Source: an optimization exercise on an open RTL-to-GDS flow (aim: small area, a short achievable clock period and few clock cycles). Production flows keep margins and buffers that such runs may drop. In this exercise RTL edits were held to simulation tests only and were not proved equivalent to the original.

## oak
## rsa_modexp
module rsa_modexp
#(
  parameter  int W   = 32,
  localparam int OPW = 2 * W
) (
  input  logic           clk,
  input  logic           rst_n,
  input  logic           start,
  input  logic [OPW-1:0] n,
  input  logic [OPW-1:0] exp,
  input  logic [OPW-1:0] msg,
  output logic [OPW-1:0] result,
  output logic           busy,
  output logic           done,
  output logic           err
);
Settings: LEC_CHECK=0, ABC_CLOCK_PERIOD_IN_PS=2500, CAP_MARGIN=20, CORE_MARGIN=2, CORE_UTILIZATION=45, SETUP_SLACK_MARGIN=5, SLEW_MARGIN=20; clock period 10.5 ns.
run.sh (not shown) runs the stock make flow with config.mk's settings and CLKGATE_MAP_FILE= SYNTH_SCRIPT=/design/flow/synth_recipe.tcl, a recipe that flattens the netlist after the stock synthesis.
Testbench counts of oak, summed over its fixed seeds: cycles 120,664.
> inputs changed (oak -> pine)
--- a/flow/design.v
+++ b/flow/design.v
@@ -9,25 +9,25 @@
 ) (
   input  logic           clk,
   input  logic           rst_n,
   input  logic           start,
   input  logic [OPW-1:0] n,
   input  logic [OPW-1:0] exp,
   input  logic [OPW-1:0] msg,
   output logic [OPW-1:0] result,
   output logic           busy,
   output logic           done,
   output logic           err
 );
-  localparam int K    = 3;                   
+  localparam int K    = 4;                   
   localparam int ITER = (66 + K - 1) / K;    
   localparam int RB   = K * ITER;            
   localparam int AW   = OPW + 1;             
   localparam int SW   = OPW + 2;             
   localparam int XW   = OPW + 3;             
   localparam int IW   = OPW + 4;             
   localparam int S_IDLE  = 0;
   localparam int S_CHK1  = 1;
   localparam int S_CHK2  = 2;
   localparam int S_CONV  = 3;
   localparam int S_CONVF = 4;
   localparam int S_MM    = 5;
Results
- On synthesis-to-finish area growth: between oak and pine, it ends up lower for oak.
- Comparing the two runs side by side, pine comes out behind oak on routed via count.
- Between oak and pine, the fraction of layout instances using a drive strength above 1 is lower for pine.
- Compared with oak, pine shows a higher final critical delay including setup and external delays.
- Compared with oak, in pine worst-case reg-to-reg path depth has increased; HPWL after detailed placement increased by about 20% relative to the old numbers; floorplan die area moved up.
Testbench counts of pine, summed over its fixed seeds: cycles 96,602.


lane 3:
Another version of the RTL of rsa_modexp (not shown whole).
For scale: ~4300 cells after synthesis, about 470 flip-flops, about 260 I/O pins.
==> flow/design.v (excerpt) <==
module rsa_modexp
#(
  parameter  int W   = 32,
  localparam int OPW = 2 * W
) (
  input  logic           clk,
  input  logic           rst_n,
  input  logic           start,
  input  logic [OPW-1:0] n,
  input  logic [OPW-1:0] exp,
  input  logic [OPW-1:0] msg,
  output logic [OPW-1:0] result,
  output logic           busy,
  output logic           done,
  output logic           err
);
export LEC_CHECK = 0
export CAP_MARGIN = 20
export CORE_MARGIN = 2
export CORE_UTILIZATION = 65
export SLEW_MARGIN = 20
create_clock -name core_clock -period 10.5 [get_ports {clk}]
standard.sh (not shown) runs the stock make flow with config.mk's settings and CLKGATE_MAP_FILE= SYNTH_SCRIPT=/design/flow/synth_recipe.tcl, a recipe that flattens the netlist after the stock synthesis.
==> flow/flow/run.sh <==
#!/bin/bash
# Standard ORFS layout (the standard.sh: its synthesis, SDC and clock
# period unchanged) with a larger setup repair margin, so that repair_timing
# aims for a shorter achieved period, and with buf_2 cells as the port
# buffers (every input and output port still gets one). make's full output
# goes to flow_make.log; ORFS keeps each step's log under orfs/logs.
set -euo pipefail
bash standard.sh SETUP_SLACK_MARGIN=6 "BUFFER_PORTS_ARGS=-buffer_cell sky130_fd_sc_hd__buf_2" finish > flow_make.log 2>&1
Testbench counts of lane 3, summed over its fixed seeds: cycles 96,602.
[inputs] lane 2 vs lane 3
--- a/flow/design.v
+++ b/flow/design.v
@@ -32,25 +32,26 @@
   localparam int S_CHK2  = 2;
   localparam int S_CONV  = 3;
   localparam int S_CONVF = 4;
   localparam int S_MM    = 5;
   localparam int S_MMEND = 6;
   localparam int S_FIX   = 7;
   localparam int S_FBS   = 8;
   localparam int S_FBA   = 9;
   localparam int S_FBB   = 10;
   localparam int S_FBC   = 11;
   localparam int S_FBD   = 12;
   localparam int S_FBP   = 13;
-  localparam int NS      = 14;
+  localparam int S_FIX2  = 14;
+  localparam int NS      = 15;
   localparam logic [1:0] OP_SQR = 2'd0;
   localparam logic [1:0] OP_MUL = 2'd1;
   localparam logic [1:0] OP_FIN = 2'd2;
   logic [NS-1:0]  r_st;
   logic           r_busy;
   logic           r_done;
   logic           r_err;
   logic [AW-1:0]  r_a;         
   logic           k_x2, k_xsx, k_yc, k_ya, k_ysub, k_yadd;
   logic [OPW-1:0] r_n;
   logic [K-1:0]   r_mq;        
   logic [7:0]     r_qp;        
@@ -101,25 +102,25 @@
   logic [XW:0]   cpa_sum;
   always_comb begin
     if (k_x2)
       cpa_x = {r_s[OPW+1:0], 1'b0};
     else
       cpa_x = {k_xsx & r_s[OPW+1], r_s[OPW+1:0]};
     cpa_y  = ({XW{k_ysub}} & ~{3'b000, r_n})
            | ({XW{k_yadd}} & {3'b000, r_n})
            | ({XW{k_yc}} & r_c[XW-1:0])
            | ({XW{k_ya}} & {2'b00, r_a});
     cpa_ci = k_ysub || (k_yc && cin);
   end
-  localparam int LH = 32;
+  localparam int LH = 34;
   localparam int HH = XW - LH;
   logic [LH+1:0] cpa_lo;
   logic [HH:0]   cpa_hi0;
   logic [HH+1:0] cpa_hi1;
   assign cpa_lo  = {1'b0, cpa_x[LH-1:0], 1'b1} + {1'b0, cpa_y[LH-1:0], cpa_ci};
   assign cpa_hi0 = {1'b0, cpa_x[XW-1:LH]} + {1'b0, cpa_y[XW-1:LH]};
   assign cpa_hi1 = {1'b0, cpa_x[XW-1:LH], 1'b1} + {1'b0, cpa_y[XW-1:LH], 1'b1};
   assign cpa_sum = {cpa_lo[LH+1] ? cpa_hi1[HH+1:1] : cpa_hi0, cpa_lo[LH:1]};
   function automatic logic [2*TW-1:0] fa(input logic [TW-1:0] a, input logic [TW-1:0] b,
                                          input logic [TW-1:0] c);
     fa = {(a & b) | (a & c) | (b & c), a ^ b ^ c};    
   endfunction
@@ -210,25 +211,25 @@
   assign nidx = r_nidx;
   always_comb begin
     case (r_op)
       OP_SQR,
       OP_MUL:  mm_next_d = (nidx < 7'(ITER)) ? nx_d : '0;
       default: mm_next_d = '0;
     endcase
   end
   assign nx_d = (r_op == OP_SQR) ? chunk(ya, nidx) : chunk(ym, nidx);
   logic r_ezero, r_nsmall;
   wire e_zero  = r_ezero;
   wire n_small = r_nsmall;
-  wire a_eq_n  = (r_a == {1'b0, r_n});
+  logic r_eq;                   
   always_comb begin
     logic [AW-1:0] newa;
     logic          pick;
     w_st      = '0;
     w_busy    = r_busy;
     w_done    = 1'b0;
     w_err     = r_err;
     w_a       = r_a;
     w_n       = r_n;
     w_e       = r_e;
     w_s       = r_s;
     w_m       = r_m;
@@ -304,26 +305,27 @@
         w_st[S_FIX] = 1'b1;
       end else if (r_op == OP_SQR && r_mulpend) begin
         w_op       = OP_MUL;
         w_mulpend  = 1'b0;
         w_d        = r_m[K-1:0];
         w_cnt      = '0;
         clr        = 1'b1;
         w_st[S_MM] = 1'b1;
       end else begin
         pick = 1'b1;
       end
     end
-    if (r_st[S_FIX]) begin
-      if (a_eq_n) w_a = '0;
+    if (r_st[S_FIX]) w_st[S_FIX2] = 1'b1;
+    if (r_st[S_FIX2]) begin
+      if (r_eq) w_a = '0;
       w_st[S_IDLE] = 1'b1;
       w_busy       = 1'b0;
       w_done       = 1'b1;
     end
     if (r_st[S_FBS]) begin
       w_s         = '0;
       w_d         = (r_op == OP_SQR) ? chunk(ya, 7'(FBT)) : chunk(ym, 7'(FBT));
       w_cnt       = 7'(FBT);
       w_sub       = 3'(K - 1);
       w_st[S_FBP] = 1'b1;
     end
     if (r_st[S_FBP]) begin
@@ -445,24 +447,25 @@
     r_d       <= w_d;
     r_cnt     <= w_cnt;
     r_cz      <= (w_cnt == '0);
     r_cl      <= (w_cnt == 7'(ITER - 1));
     r_nidx    <= w_st[S_MM] ? w_cnt + 7'd1 : w_cnt - 7'd1;
     r_bc      <= w_bc;
     r_op      <= w_op;
     r_mulpend <= w_mulpend;
     r_lead    <= w_lead;
     r_sub     <= w_sub;
     r_ge      <= cpa_sum[XW];
     r_ezero   <= (r_e == '0);
+    r_eq      <= (r_a == {1'b0, r_n});
     r_nsmall  <= (r_n[OPW-1:1] == '0);
     if (r_st[S_CHK2]) begin
       r_mq <= neg_inv(r_n[K-1:0]);
       for (int i = 0; i < 4; i++)
         r_qp[2*i +: 2] <= 2'(((((i * 32'(neg_inv(r_n[K-1:0]))) % 4) * 32'(neg_inv(r_n[K-1:0]))) % 16) >> 2);
     end
   end
   assign busy   = r_busy;
   assign done   = r_done;
   assign result = r_a[OPW-1:0];
   assign err    = r_err;
 endmodule
### Flow results
- Lane 3 completed every stage of the flow, and the final layout passed the timing, DRC and antenna checks.
- Lane 2: PASS, flow complete, no timing, DRC or antenna violations
- Simple-gate area share of the yosys netlist delta for lane 2 relative to lane 3: 0.37 points higher
- Reported for lane 2 and lane 3, critical path depth turned out identical to the last digit.
- Relative area change from synthesis to final layout delta for lane 2 relative to lane 3: 1.4 points higher
- The higher final-layout clock-cell area share of lane 2 and lane 3 is in lane 3.
- Looking at critical path capture point, the r_s[50]$_DFFE_PP_ result is from lane 2; the r_s[53]$_DFFE_PP_ one comes from lane 3.
- Delta (lane 2 minus lane 3): setup slack went down 0.073 ns.
- Lane 2 vs. lane 3: minimum clock period grew by 0.073 ns; total wire length after detailed routing grew by 2.7%.
Testbench counts of lane 2, summed over its fixed seeds: cycles 96,666.

static timing again, ports no longer ideal:
How much do the figures lean on ideal ports? The routed layouts below were timed once more, with nothing changed but the port constraints. Step 1 assumes that a clkbuf_16 drives the clock port and a buf_2 every other input. Step 2 adds t to the input delays and takes it off the output delays; t is the mean of the earliest and latest rising clock arrival at the registers after step 1. Input paths then give back, and output paths get back, about the clock's delay inside the block. Slacks: ideal / step 1 / step 2; pairs: ideal / step 1.
run	t (ns)	slack for setup (ns)	worst setup path after step 2
oak	0.732	5.011 / 5.011 / 5.011	register to register
pine	0.696	3.812 / 3.812 / 3.812	register to register
lane 3	0.710	6.030 / 6.030 / 6.030	register to register
lane 2	0.703	5.958 / 5.958 / 5.958	register to register
After both steps setup and hold are still met in every run listed.
